What follows belongs to an exercise in optimizing a design on an open flow for small area; a production flow would make more cautious choices. In this exercise RTL edits were held to simulation tests only and were not proved equivalent to the original. No activity file was given, so power comes from the tool's default toggle rates.

==> design/flow/design.v <==
`timescale 1ns/1ps
package dtwPkg;
    localparam int SEQ_LEN  = 20;                  
    localparam int IDX_W    = 5;                   
    localparam int NUM_PE   = 6;                   
    localparam int NUM_DIAG = 2 * SEQ_LEN - 1;     
    localparam int PATH_W = 2;
    localparam int ROW_W  = NUM_PE * PATH_W;       
    localparam int GRP_W  = 5;                     
    localparam int DIST_W = 16;
    localparam int DATA_W = 32;
endpackage
`timescale 1ns/1ps
module btControl (
    input  logic                        clk,
    input  logic                        nrst,
    input  logic                        i_btEna,
    input  logic                        i_atOrigin,
    input  logic [5:0]                  i_row,
    input  logic [2:0]                  i_pe,
    input  logic [dtwPkg::GRP_W-1:0]    i_grpAN,
    input  logic [dtwPkg::GRP_W-1:0]    i_grpBN,
    output logic                        o_load,
    output logic                        o_step,
    output logic [1:0]                  o_dir,
    output logic                        o_start
);
    localparam int ND = dtwPkg::NUM_DIAG;
    localparam int GW = dtwPkg::GRP_W;
    logic       en1;                               
    logic       en2;
    logic [5:0] low;                               
    always_ff @(posedge clk or negedge nrst) begin
        if (!nrst) begin
            en1 <= 1'b0;
            en2 <= 1'b0;
        end else begin
            en1 <= i_btEna;
            en2 <= en1;
        end
    end
    always_ff @(posedge clk or negedge nrst) begin
        if (!nrst) begin
            low <= 6'(ND);
        end else if (!i_btEna && low != 6'd0) begin
            low <= low - 6'd1;
        end
    end
    assign o_load  = ~i_btEna;
    assign o_step  = en1 & ~i_atOrigin;
    assign o_start = en1 & ~en2;                   
    logic [GW-1:0] grp;
    logic [1:0]    pos;
    logic          zB;
    logic          zC;
    logic [1:0]    code;
    always_comb begin
        case (i_pe)
            3'd1:    begin grp = ~i_grpAN; pos = 2'd0; end
            3'd2:    begin grp = ~i_grpAN; pos = 2'd1; end
            3'd3:    begin grp = ~i_grpAN; pos = 2'd2; end
            3'd0:    begin grp = ~i_grpBN; pos = 2'd0; end
            3'd4:    begin grp = ~i_grpBN; pos = 2'd1; end
            default: begin grp = ~i_grpBN; pos = 2'd2; end
        endcase
        zB = (grp[3:2] == 2'b00);
        zC = (grp[1:0] == 2'b00);
        case (pos)
            2'd0:    code = (zB | zC) ? 2'd3 : {grp[4], ~grp[4]};
            2'd1:    code = zB ? grp[1:0] : grp[3:2];
            default: code = zB ? 2'd3 : (zC ? {grp[4], ~grp[4]} : grp[1:0]);
        endcase
        o_dir = (i_row >= low) ? code : 2'd3;
    end
endmodule
module btRowDecode (
    input  logic [5:0]                  i_row,
    output logic [dtwPkg::NUM_DIAG-1:1] o_rowSel
);
    logic [7:0] selLo;
    logic [4:0] selHi;
    always_comb begin
        for (int i = 0; i < 8; i++) selLo[i] = (i_row[2:0] == 3'(i));
        for (int i = 0; i < 5; i++) selHi[i] = (i_row[5:3] == 3'(i));
        for (int k = 1; k < dtwPkg::NUM_DIAG; k++) o_rowSel[k] = selHi[k/8] & selLo[k%8];
    end
endmodule
`timescale 1ns/1ps
module btCursor (
    input  logic                        clk,
    input  logic                        nrst,
    input  logic                        i_restart,
    input  logic                        i_step,
    input  logic [1:0]                  i_dir,
    output logic [dtwPkg::IDX_W-1:0]    o_tIndex,
    output logic [dtwPkg::IDX_W-1:0]    o_rIndex,
    output logic [5:0]                  o_row,
    output logic [2:0]                  o_pe,
    output logic                        o_atOrigin
);
    logic [4:0] tIdx;
    logic [4:0] rIdx;
    logic [3:0] v;
    always_ff @(posedge clk or negedge nrst) begin
        if (!nrst) begin
            tIdx <= 5'd19;
            rIdx <= 5'd19;
        end else if (i_restart) begin
            tIdx <= 5'd19;
            rIdx <= 5'd19;
        end else begin
            tIdx <= tIdx - 5'(i_step & i_dir[1]);   
            rIdx <= rIdx - 5'(i_step & i_dir[0]);   
        end
    end
    assign v        = 4'(5 + tIdx - rIdx);
    assign o_row    = {1'b0, tIdx} + {1'b0, rIdx};
    assign o_pe     = v[3:1];
    assign o_tIndex = tIdx;
    assign o_rIndex = rIdx;
    assign o_atOrigin = (tIdx == 5'd0) && (rIdx == 5'd0);
endmodule
`timescale 1ns/1ps
module pathStore (
    input  logic                           clk,
    input  logic                           i_load,
    input  logic [dtwPkg::ROW_W-1:0]       i_row,
    input  logic [dtwPkg::NUM_DIAG-1:1]    i_rowSel,   
    output logic [dtwPkg::GRP_W-1:0]       o_grpAN,    
    output logic [dtwPkg::GRP_W-1:0]       o_grpBN     
);
    localparam int ND = dtwPkg::NUM_DIAG;
    localparam int GW = dtwPkg::GRP_W;
    function automatic logic [1:0] clean(input logic [1:0] c);
        clean = (c == 2'd0) ? 2'd3 : c;
    endfunction
    function automatic logic [GW-1:0] pack(input logic [1:0] a0, input logic [1:0] b0, input logic [1:0] c0);
        logic [1:0] a, b, c;
        a = clean(a0);
        b = clean(b0);
        c = clean(c0);
        if (a != 2'd3)      pack = {a[1], b, c};
        else if (c != 2'd3) pack = {c[1], b, 2'b00};
        else                pack = {1'b0, 2'b00, b};
    endfunction
    logic [GW-1:0] grpA [1:ND-1];
    logic [GW-1:0] grpB [3:ND-1];
    always_ff @(posedge clk) begin
        if (i_load) begin
            grpA[ND-1] <= pack(i_row[9:8], i_row[7:6], i_row[5:4]);
            grpB[ND-1] <= pack(i_row[11:10], i_row[3:2], i_row[1:0]);
            for (int k = 1; k < ND - 1; k++) begin
                grpA[k] <= grpA[k+1];
            end
            for (int k = 3; k < ND - 1; k++) begin
                grpB[k] <= grpB[k+1];
            end
        end
    end
    for (genvar b = 0; b < GW; b++) begin : g_bit
        logic [11:0] aoA;                          
        logic        aoA37;                        
        logic [11:0] aoB;                          
        logic [2:0]  orA;
        logic [2:0]  orB;
        for (genvar j = 0; j < 12; j++) begin : g_tri
            btAoi222 uA (
                .i_a0 (grpA[3*j+1][b]), .i_s0 (i_rowSel[3*j+1]),
                .i_a1 (grpA[3*j+2][b]), .i_s1 (i_rowSel[3*j+2]),
                .i_a2 (grpA[3*j+3][b]), .i_s2 (i_rowSel[3*j+3]),
                .o_y  (aoA[j])
            );
            btAoi222 uB (
                .i_a0 (grpB[3*j+3][b]), .i_s0 (i_rowSel[3*j+3]),
                .i_a1 (grpB[3*j+4][b]), .i_s1 (i_rowSel[3*j+4]),
                .i_a2 (grpB[3*j+5][b]), .i_s2 (i_rowSel[3*j+5]),
                .o_y  (aoB[j])
            );
        end
        btAo22 uA37 (
            .i_a0 (grpA[37][b]), .i_s0 (i_rowSel[37]),
            .i_a1 (grpA[38][b]), .i_s1 (i_rowSel[38]),
            .o_y  (aoA37)
        );
        for (genvar j = 0; j < 3; j++) begin : g_nand
            btNand4 uA (.i_a (aoA[4*j+3:4*j]), .o_y (orA[j]));
            btNand4 uB (.i_a (aoB[4*j+3:4*j]), .o_y (orB[j]));
        end
        btNor4 uOrA (.i_a ({aoA37, orA}), .o_y (o_grpAN[b]));
        btNor3 uOrB (.i_a (orB),          .o_y (o_grpBN[b]));
    end
endmodule
module btAoi222 (
    input  logic i_a0, input logic i_s0,
    input  logic i_a1, input logic i_s1,
    input  logic i_a2, input logic i_s2,
    output logic o_y
);
    assign o_y = ~((i_a0 & i_s0) | (i_a1 & i_s1) | (i_a2 & i_s2));
endmodule
module btAo22 (
    input  logic i_a0, input logic i_s0,
    input  logic i_a1, input logic i_s1,
    output logic o_y
);
    assign o_y = (i_a0 & i_s0) | (i_a1 & i_s1);
endmodule
module btNand4 (
    input  logic [3:0] i_a,
    output logic       o_y
);
    assign o_y = ~&i_a;
endmodule
module btNor4 (
    input  logic [3:0] i_a,
    output logic       o_y
);
    assign o_y = ~|i_a;
endmodule
module btNor3 (
    input  logic [2:0] i_a,
    output logic       o_y
);
    assign o_y = ~|i_a;
endmodule
`timescale 1ns/1ps
module traceOutput (
    input  logic                      clk,
    input  logic                      i_btEna,
    input  logic                      i_start,
    input  logic [dtwPkg::DIST_W-1:0] i_finalDist,
    input  logic [dtwPkg::IDX_W-1:0]  i_tIndex,
    input  logic [dtwPkg::IDX_W-1:0]  i_rIndex,
    output logic [dtwPkg::DATA_W-1:0] o_data
);
    logic [dtwPkg::DIST_W-1:0] distReg;
    always_ff @(posedge clk) begin
        if (!i_btEna) begin
            distReg <= i_finalDist;                
        end
    end
    assign o_data = {3'b000, i_tIndex, 3'b000, i_rIndex, i_start ? distReg : 16'd0};
endmodule
`timescale 1ns/1ps
module dtwBacktrace (
    input  logic                      clk,
    input  logic                      nrst,
    input  logic                      i_btEna,
    input  logic [dtwPkg::ROW_W-1:0]  i_pathRow,
    input  logic [dtwPkg::DIST_W-1:0] i_finalDist,
    output logic                      o_btEnd,
    output logic [dtwPkg::DATA_W-1:0] o_data
);
    logic                        load;
    logic                        step;
    logic                        start;
    logic [dtwPkg::NUM_DIAG-1:1] rowSel;
    logic                        atOrigin;
    logic [1:0]                  dir;
    logic [dtwPkg::IDX_W-1:0]    tIndex;
    logic [dtwPkg::IDX_W-1:0]    rIndex;
    logic [5:0]                  row;
    logic [2:0]                  pe;
    logic [dtwPkg::GRP_W-1:0]    grpAN;
    logic [dtwPkg::GRP_W-1:0]    grpBN;
    btControl btControl_i (
        .clk        (clk),
        .nrst       (nrst),
        .i_btEna    (i_btEna),
        .i_atOrigin (atOrigin),
        .i_row      (row),
        .i_pe       (pe),
        .i_grpAN    (grpAN),
        .i_grpBN    (grpBN),
        .o_load     (load),
        .o_step     (step),
        .o_dir      (dir),
        .o_start    (start)
    );
    btCursor btCursor_i (
        .clk        (clk),
        .nrst       (nrst),
        .i_restart  (load),
        .i_step     (step),
        .i_dir      (dir),
        .o_tIndex   (tIndex),
        .o_rIndex   (rIndex),
        .o_row      (row),
        .o_pe       (pe),
        .o_atOrigin (atOrigin)
    );
    btRowDecode btRowDecode_i (
        .i_row    (row),
        .o_rowSel (rowSel)
    );
    pathStore pathStore_i (
        .clk      (clk),
        .i_load   (load),
        .i_row    (i_pathRow),
        .i_rowSel (rowSel),
        .o_grpAN  (grpAN),
        .o_grpBN  (grpBN)
    );
    traceOutput traceOutput_i (
        .clk         (clk),
        .i_btEna     (i_btEna),
        .i_start     (start),
        .i_finalDist (i_finalDist),
        .i_tIndex    (tIndex),
        .i_rIndex    (rIndex),
        .o_data      (o_data)
    );
    assign o_btEnd = atOrigin;
endmodule
==> design/flow/run.sh <==
#!/bin/bash
# synth_recipe.tcl (not shown) runs the flow's synth.tcl, then flattens the netlist and writes it again
# the make line also repeats each setting of config.mk as NAME=value (left out here)
make -C /OpenROAD-flow-scripts/flow DESIGN_CONFIG=/design/flow/config.mk WORK_HOME=/design/flow/orfs CLKGATE_MAP_FILE= SYNTH_SCRIPT=/design/flow/synth_recipe.tcl finish
==> design/flow/config.mk <==
export PLATFORM = sky130hd
export DESIGN_NAME = dtwBacktrace
export DESIGN_NICKNAME = dtwBacktrace
export VERILOG_FILES = /design/flow/design.v
export SDC_FILE = /design/flow/constraint.sdc
export NUM_CORES = 4
export LEC_CHECK = 0
export CAP_MARGIN = 20
export CORE_MARGIN = 2
export CORE_UTILIZATION = 40
export CTS_BUF_LIST = sky130_fd_sc_hd__clkbuf_8
export CTS_CLUSTER_DIAMETER = 70
export CTS_CLUSTER_SIZE = 18
export SLEW_MARGIN = 20
export SYNTH_HIERARCHICAL = 1
==> design/flow/constraint.sdc <==
create_clock -name core_clock -period 6.0 [get_ports {clk}]
set_input_delay 1.2000 -clock core_clock [delete_from_list [all_inputs] [get_ports {clk}]]
set_output_delay 1.2000 -clock core_clock [all_outputs]
set_load 0.01 [all_outputs]
==> summary.txt, run 1 <==
outcome=timing/DRC/antenna clean; DRC viols=0; Worst VDD drop=0.237 mV; Critical Setup Path Class=reg2reg; critical path arrival=6090 ps; count of unique library cells instantiated by Yosys=57; Post-CTS Setup Bufs=0; DR vias=between 8,000 and 9,000; dominant synthesized flop cell=edfxtp_1; CP Cell Sequence=inv_1 > ha_1 > nor2b_4 > o31ai_2 > xnor2_1 > nand4bb_1 > nor2_1 > a222oi_1 > nand4_1 > nor4_2 > a221oi_2 > a21oi_1 > o21ai_0 > nand4_1 > and2_1 > ha_1 > ha_1 > nor3b_2 > xnor2_1 > nand2b_1; number of global-route vias before repair=a little over 8,000; Pre-Repair DR Iteration Count=8; Worst Setup Slack, final=476 ps; Slew Limit Fails=0; worst skew pair latency=630 ps; core box area=38,500 um2; Routed WL=32.0 mm; Ports=64; crit share post-route=92.1%; Pwr Total=6.68 mW; GPL Wtd Cong=0.790; part of the Yosys area used for sequential elements=between 70% and 80%; Tightest Hold Check Type=reg2reg; R2R Setup Slk=480 ps; clock sink count=404; H-tree depth=1; PwrDens=385 nW/um2; global-route usage over all layers=15.6%; area leader, netlist=edfxtp_1; first-pass GRT wire length=49.1 mm; hold slack=between 400 and 500 ps; total die area=approximately 40,000 um2; Leak Pwr=around 5.9 nW; vias per inst=5.71; Slowest cell on crit path=xnor2_1; I/O Buffers=57; Final min period=approximately 5500 ps; Max Freq=181 MHz; row count=a little over 70; cts bufs inserted=29; TritonCTS clock tree=built; Syn-to-layout area delta=12.2%; share of layout cells above drive strength 1=approximately an eighth; Register Area=~12,000 um2; Filler Cells Inserted=3,319; number of enable flip-flop cells after synthesis=386; initial antenna violation count=0; Synth area leaders=edfxtp_1 75%, a222oi_1 7.8%, ha_1 2.3%; CTS max path bufs=3; maxcap violations=0; synthesized area=15,500 um2; clock tree root driver cell=clkbuf_8; max incr delay on CP=840 ps; total gr overflow=0; Crit Path Max Fanout=13; detailed placer's ending HPWL=21.3 mm; Hold Buf Count CTS=0; WP buf/inv=1; CP required=6570 ps; Max Clock Skew=45.3 ps; crit path capture type=flip-flop; drt wl/cell=~22 um; largest net degree at the start of global routing=209; startpoint types=flip-flop; register bit total from synthesis=approximately 400; CTS clk-pin slew, worst paths=110 ps; die width=201 um; antenna diode count=0; synthesized area per cell=18.6 um2; relative slew slack=21.3%; ys async rst share=4.46%; Multi-input gate area=3170 um2; nets@finish=998; Worst-Margin Slew=1180 ps; cell repeated most along the worst path=ha_1; delay-heaviest family, CP=simple AND/OR/NAND/NOR gates; Synth top area share=74.8%; DR iter-0 viols=1,170; Core Util, Final=45.2%; Placement Setup Slack=498 ps; CTS resizes=0; commonest cells after routing, fill and taps aside=386 x edfxtp_1, 120 x a222oi_1, 57 x clkdlybuf4s50_1, 46 x nor2_1, 38 x inv_1; setup repair after global routing missed its margin=no; most common cell after layout, fill and taps aside=edfxtp_1; ANT nets after route=0; yosys warns=15; Hold Fails Final Rpt=0; Die H=201 um; Synth Instances=834; Setup violations, final=0; Initial Utilization=40.3%
## state kept, by name (all words and copies together), names as in the netlist
name                   flops
btCursor_i.tIdx            5
btControl_i.en1            1
btCursor_i.rIdx            5
btControl_i.en2            1
pathStore_i.grpA         190
btControl_i.low            6
pathStore_i.grpB         180
traceOutput_i.distReg     16
## modules after synthesis, one instance, submodules excluded, excerpt
module | cells | area (um2) | times used | flip-flops and latches
btNor4 | 1 | 12.5 | 5 | 0
traceOutput | 51 | 734 | 1 | 16
pathStore | 402 | 11300 | 1 | 370
btAo22 | 1 | 8.76 | 5 | 0
btCursor | 77 | 801 | 1 | 10
btNand4 | 1 | 6.26 | 30 | 0
btNor3 | 1 | 10.0 | 5 | 0
btAoi222 | 1 | 10.0 | 120 | 0
btRowDecode | 60 | 334 | 1 | 0
btControl | 79 | 734 | 1 | 8
## metrics by stage
| step | instance area, um2 | std cells | setup TNS, ps |
|---|---|---|---|
| after global routing | 17400 | 1473 | 0 |
| final | 17400 | 1473 | 0 |
| after CTS | 17400 | 1473 | 0 |
| after global placement | 16800 | 1424 | 0 |
| after floorplan | 15500 | 839 | -400620 |
| after detailed placement | 16800 | 1424 | 0 |
## where the power goes
part           internal, mW  total, mW  leakage [nW]  switching [mW]
registers              3.33       3.45          3.99           0.122
clock network         0.517       1.40         0.316           0.884
logic                 0.677       1.83          1.62            1.15
## worst paths after layout
path | from | end | cells past startpoint
setup reg to reg | btCursor_i.tIdx[1]$_DFF_PN1_ | btCursor_i.tIdx[4]$_DFF_PN1_ | 20
max in group asynchronous | nrst | btControl_i.low[3]$_DFFE_PN0P_ | 1
hold / removal | btControl_i.en1$_DFF_PN0_ | btControl_i.en2$_DFF_PN0_ | 0
setup / recovery | btCursor_i.tIdx[1]$_DFF_PN1_ | btCursor_i.tIdx[4]$_DFF_PN1_ | 20
min in group asynchronous | nrst | btCursor_i.tIdx[2]$_DFF_PN0_ | 1
hold reg to reg | btControl_i.en1$_DFF_PN0_ | btControl_i.en2$_DFF_PN0_ | 0
## kinds of logic after synthesis
group           Yosys count  synth area share [%]
compound gates          161                  9.78
fa+ha+maj                30                  2.52
xor+xnor                 15                 0.848
other cells               1                0.0242
flops                   404                  77.8
simple gates            165                  6.80
buf+inv                  52                  1.79
mux                       6                 0.396
## per-layer routing
metal / global-route usage, % / part of all wire, %
met5: 0 / 0
met4: 5.11 / 3.0
met3: 2.56 / 5.3
met2: 24.6 / 47
met1: 22.4 / 45
## area by class of cell
cell class	instances	share of cell area, %
Clock buffer	29	2.30
Tap cell	518	3.73
Inverter	28	0.626
Clock inverter	20	0.879
Multi-Input combinational cell	383	18.3
Timing Repair Buffer	91	4.82
Sequential cell	404	69.4
## synthesized netlist by cell type, drive strengths merged (9+ instances only)
master and number:
xnor2 14, nand4 33, nand2b 13, nor4 9, inv 28, a21oi 11
dfstp 10, edfxtp 386, buf 20, a222oi 120, and2 18, ha 28
nor2 47
## worst register-to-register path: stages, from the launching register on
cell	delay [ps]
dfstp_2	590
inv_1	100
ha_1	350
nor2b_4	140
o31ai_2	70
xnor2_1	840
nand4bb_1	370
nor2_1	700
a222oi_1	330
nand4_1	290
nor4_2	90
a221oi_2	260
a21oi_1	70
o21ai_0	170
nand4_1	150
and2_1	200
ha_1	190
ha_1	210
nor3b_2	160
xnor2_1	150
nand2b_1	70
==> run 2, diff against run 1 <==
==> design/flow/flow/run.sh (new file) <==
#!/bin/bash
set -euo pipefail
bash standard.sh "BUFFER_PORTS_ARGS=-buffer_cell sky130_fd_sc_hd__buf_1" finish > standard_make.log 2>&1
==> design/flow/standard.sh (new file) <==
#!/bin/bash
# synth_recipe.tcl (not shown) runs the flow's synth.tcl, then flattens the netlist and writes it again
# the make line also repeats each setting of config.mk as NAME=value (left out here)
make -C /OpenROAD-flow-scripts/flow DESIGN_CONFIG=/design/flow/config.mk WORK_HOME=/design/flow/orfs CLKGATE_MAP_FILE= SYNTH_SCRIPT=/design/flow/synth_recipe.tcl "${@:-finish}"
--- a/design/flow/config.mk
+++ b/design/flow/config.mk
@@ -8,5 +8,5 @@
 export CAP_MARGIN = 20
 export CORE_MARGIN = 2
-export CORE_UTILIZATION = 40
+export CORE_UTILIZATION = 70
 export CTS_BUF_LIST = sky130_fd_sc_hd__clkbuf_8
 export CTS_CLUSTER_DIAMETER = 70
removed: design/flow/run.sh
==> summary.txt, run 2 <==
largest registers=pathStore_i.grpA (190), pathStore_i.grpB (180), traceOutput_i.distReg (16); r2r startpoint=btCursor_i.tIdx[1]$_DFF_PN1_; Syn-to-layout area delta=6.16%; cts bufs inserted=26 (-10%); Critical Setup Path Class=reg2reg; synthesized area=15,500 um2 (unchanged); synthesized area per cell=18.6 um2 (unchanged); Tightest Hold Check Type=reg2reg; leading cell types by count after synthesis=386 x edfxtp_1, 120 x a222oi_1, 46 x nor2_1, 32 x nand4_1; Pwr Total=6.35 mW (-4.9%); crit share post-route=94.6% (+2.6 points); CP Launch Point=btCursor_i.tIdx[1]$_DFF_PN1_; PwrDens=386 nW/um2 (+0.50%); most numerous cell in the Yosys netlist=edfxtp_1; crit path capture type=flip-flop; cells on worst reg2reg path=20 (unchanged); Post-CTS Setup Bufs=0 (unchanged); number of global-route vias before repair=8,270 (-0.58%); Max Freq=176 MHz (-2.7%); max FFs per register=190 (unchanged); count of unique library cells instantiated by Yosys=57 (unchanged); CTS resizes=0 (unchanged); TritonCTS clock tree=built; commonest cells after routing, fill and taps aside=386 x edfxtp_1, 120 x a222oi_1, 57 x buf_1, 46 x nor2_1, 36 x inv_1; ANT nets after route=0 (unchanged); Top reg by flops=pathStore_i.grpA; DR iter-0 viols=1,607 (+37%); worst skew pair latency=600 ps (-30 ps); Pre-Repair DR Iteration Count=13 (+5); H-tree depth=1 (unchanged); area leader, netlist=edfxtp_1; Leak Pwr=5.60 nW (-5.6%); Die H=153 um (-24%); register bit total from synthesis=404 (unchanged); global-route usage over all layers=25.8% (+10 points); ys async rst share=4.46% (unchanged); number of enable flip-flop cells after synthesis=386 (unchanged); Cells after DPL=1,162 (-18%); total die area=23,300 um2 (-42%); non-filler cells, final=1,200 (-19%); CP required=6510 ps (-60 ps); Max Clock Skew=26.6 ps (-18.7 ps); first-pass GRT wire length=47.0 mm (-4.3%); R2R Setup Slk=320 ps (-150 ps); Worst Setup Slack, final=323 ps (-153 ps); dominant synthesized flop cell=edfxtp_1; Synth top area share=74.8% (unchanged); largest net degree at the start of global routing=226 (+8.1%); clock tree root driver cell=clkbuf_8; most common cell after layout, fill and taps aside=edfxtp_1; FF-to-FF End=btCursor_i.tIdx[4]$_DFF_PN1_; Slew Limit Fails=0 (unchanged); CTS clk-pin slew, worst paths=110 ps (about the same); relative slew slack=26.0% (+4.7 points); Placement Setup Slack=426 ps (-71.8 ps); maxcap violations=0 (unchanged); critical path arrival=6190 ps (+100 ps); part of the Yosys area used for sequential elements=77.8% (unchanged); Synth Instances=834 (unchanged); core box area=21,800 um2 (-43%); antenna diode count=0 (unchanged); Initial Utilization=71.2% (+31 points); Ports=64 (unchanged); share of layout cells above drive strength 1=10.0% (-3.0 points); Setup violations, final=0 (unchanged); row count=54 (-25%); Worst Setup EP=btCursor_i.tIdx[4]$_DFF_PN1_; DR vias=8,580 (+2.1%); I/O Buffers=57 (unchanged); drt wl/cell=25.7 um (+18%); Crit Path Max Fanout=13 (unchanged); initial antenna violation count=0 (unchanged); clock sink count=404 (unchanged); startpoint types=flip-flop; Hold Buf Count CTS=0 (unchanged); Worst-Margin Slew=1100 ps (-78.5 ps); Hold Fails Final Rpt=0 (unchanged); DRC viols=0 (unchanged); total gr overflow=0 (unchanged); detailed placer's ending HPWL=21.2 mm (-0.80%); Synth area leaders=edfxtp_1 75%, a222oi_1 7.8%, ha_1 2.3%; Worst VDD drop=0.269 mV (+14%); yosys warns=15 (unchanged); GPL Wtd Cong=0.883 (+12%); outcome=timing/DRC/antenna clean; vias per inst=7.15 (+25%); die width=153 um (-24%); setup repair after global routing missed its margin=no; CTS max path bufs=3 (unchanged); Routed WL=30.8 mm (-3.7%); Final min period=5680 ps (+153 ps); Filler Cells Inserted=1,270 (-62%); nets@finish=972 (-2.6%)
-- run 2: final cells by class --
cell class                      count  area (um2)  area share, %
Inverter                           28         109          0.662
Clock inverter                     11        53.8          0.327
Tap cell                          280         350           2.13
Clock buffer                       26         358           2.18
Sequential cell                   404       12100           73.3
Timing Repair Buffer               68         342           2.08
Multi-Input combinational cell    383        3170           19.3
-- run 2: kinds of logic after synthesis --
family / after synthesis / synth area share, %
fa+ha+maj: 30 / 2.52
xor+xnor: 15 / 0.848
simple gates: 165 / 6.80
compound gates: 161 / 9.78
other cells: 1 / 0.0242
buf+inv: 52 / 1.79
flops: 404 / 77.8
mux: 6 / 0.396
-- run 2: layer usage --
| metal | part of all wire, % | routed length (um) | GRT usage, % |
|---|---|---|---|
| met1 | 40 | 12300 | 37.5 |
| met2 | 48 | 14800 | 41.1 |
| met3 | 8.0 | 2480 | 3.33 |
| met4 | 4.0 | 1230 | 9.88 |
| met5 | 0 | 0 | 0 |
-- run 2: critical path, cell delays in order, from the launching register on --
cell and delay (ps):
dfstp_2 600, inv_1 110, ha_1 350, nor2b_4 140, o31ai_2 70, xnor2_1 860
or4b_4 580, nor2_1 680, a222oi_1 190, nand4_1 290, nor4_2 110, mux2i_1 200
nor2_1 70, o31ai_1 200, nand4_1 180, and2_1 200, ha_1 190, ha_1 200
nor3b_2 160, xnor2_1 150, nand2b_1 70
-- run 2: per-module statistics from Yosys (local to each module, per instance), a selection --
module	flops+latches	copies in the design	area (um2)	cells inside
btAo22	0	5	8.76	1
btAoi222	0	120	10.0	1
btControl	8	1	734	79
btCursor	10	1	801	77
btNand4	0	30	6.26	1
btNor3	0	5	10.0	1
btNor4	0	5	12.5	1
btRowDecode	0	1	334	60
pathStore	370	1	11300	402
traceOutput	16	1	734	51
-- run 2: stage by stage --
step	utilization (%)	cell area, um2	hold WS, ps	TNS [ps]
6_report	75.6	16400	420	0
3_5_place_dp	73.6	16000	399	0
5_1_grt	75.6	16400	449	0
4_1_cts	75.4	16400	426	0
2_1_floorplan	-	15500	360	-400620
3_3_place_gp	73.6	16000	385	0
-- run 2: report_power, final --
part           leakage [nW]  total [mW]  internal, mW  switching, mW
clock                 0.245        1.19         0.405          0.786
sequential             3.99        3.46          3.33          0.132
combinational          1.36        1.70         0.604           1.10
-- run 2: worst min-delay path by stage --
stage	from	endpoint	slack (ps)	cells after the start
floorplan	btControl_i.en1$_DFF_PN0_	btControl_i.en2$_DFF_PN0_	360	0
global placement	btControl_i.en1$_DFF_PN0_	btControl_i.en2$_DFF_PN0_	380	0
detailed placement	btControl_i.en1$_DFF_PN0_	btControl_i.en2$_DFF_PN0_	400	0
CTS	btControl_i.en1$_DFF_PN0_	btControl_i.en2$_DFF_PN0_	430	0
global route	btControl_i.en1$_DFF_PN0_	btControl_i.en2$_DFF_PN0_	450	0
finish	btControl_i.en1$_DFF_PN0_	btControl_i.en2$_DFF_PN0_	420	0

## re-timing with driven ports
How much do the figures lean on ideal ports? The routed layouts below were timed once more, with nothing changed but the port constraints. Step 1: set_driving_cell puts a clkbuf_16 on clk and a buf_2 on each other input, an assumption about the parent block. Step 2 also shifts input and output timing later by t, the mid clock arrival at the registers, as if the neighbouring blocks saw the same clock. Three values: no drivers, after step 1, after step 2; two values: the first two.
run	t, ns	setup slack, ns	clock arrival spread, ns
run 1	0.665	0.476 / 0.476 / 0.476	0.054 / 0.053
run 2	0.627	0.323 / 0.323 / 0.323	0.029 / 0.029
After both steps every run listed still meets setup and hold.
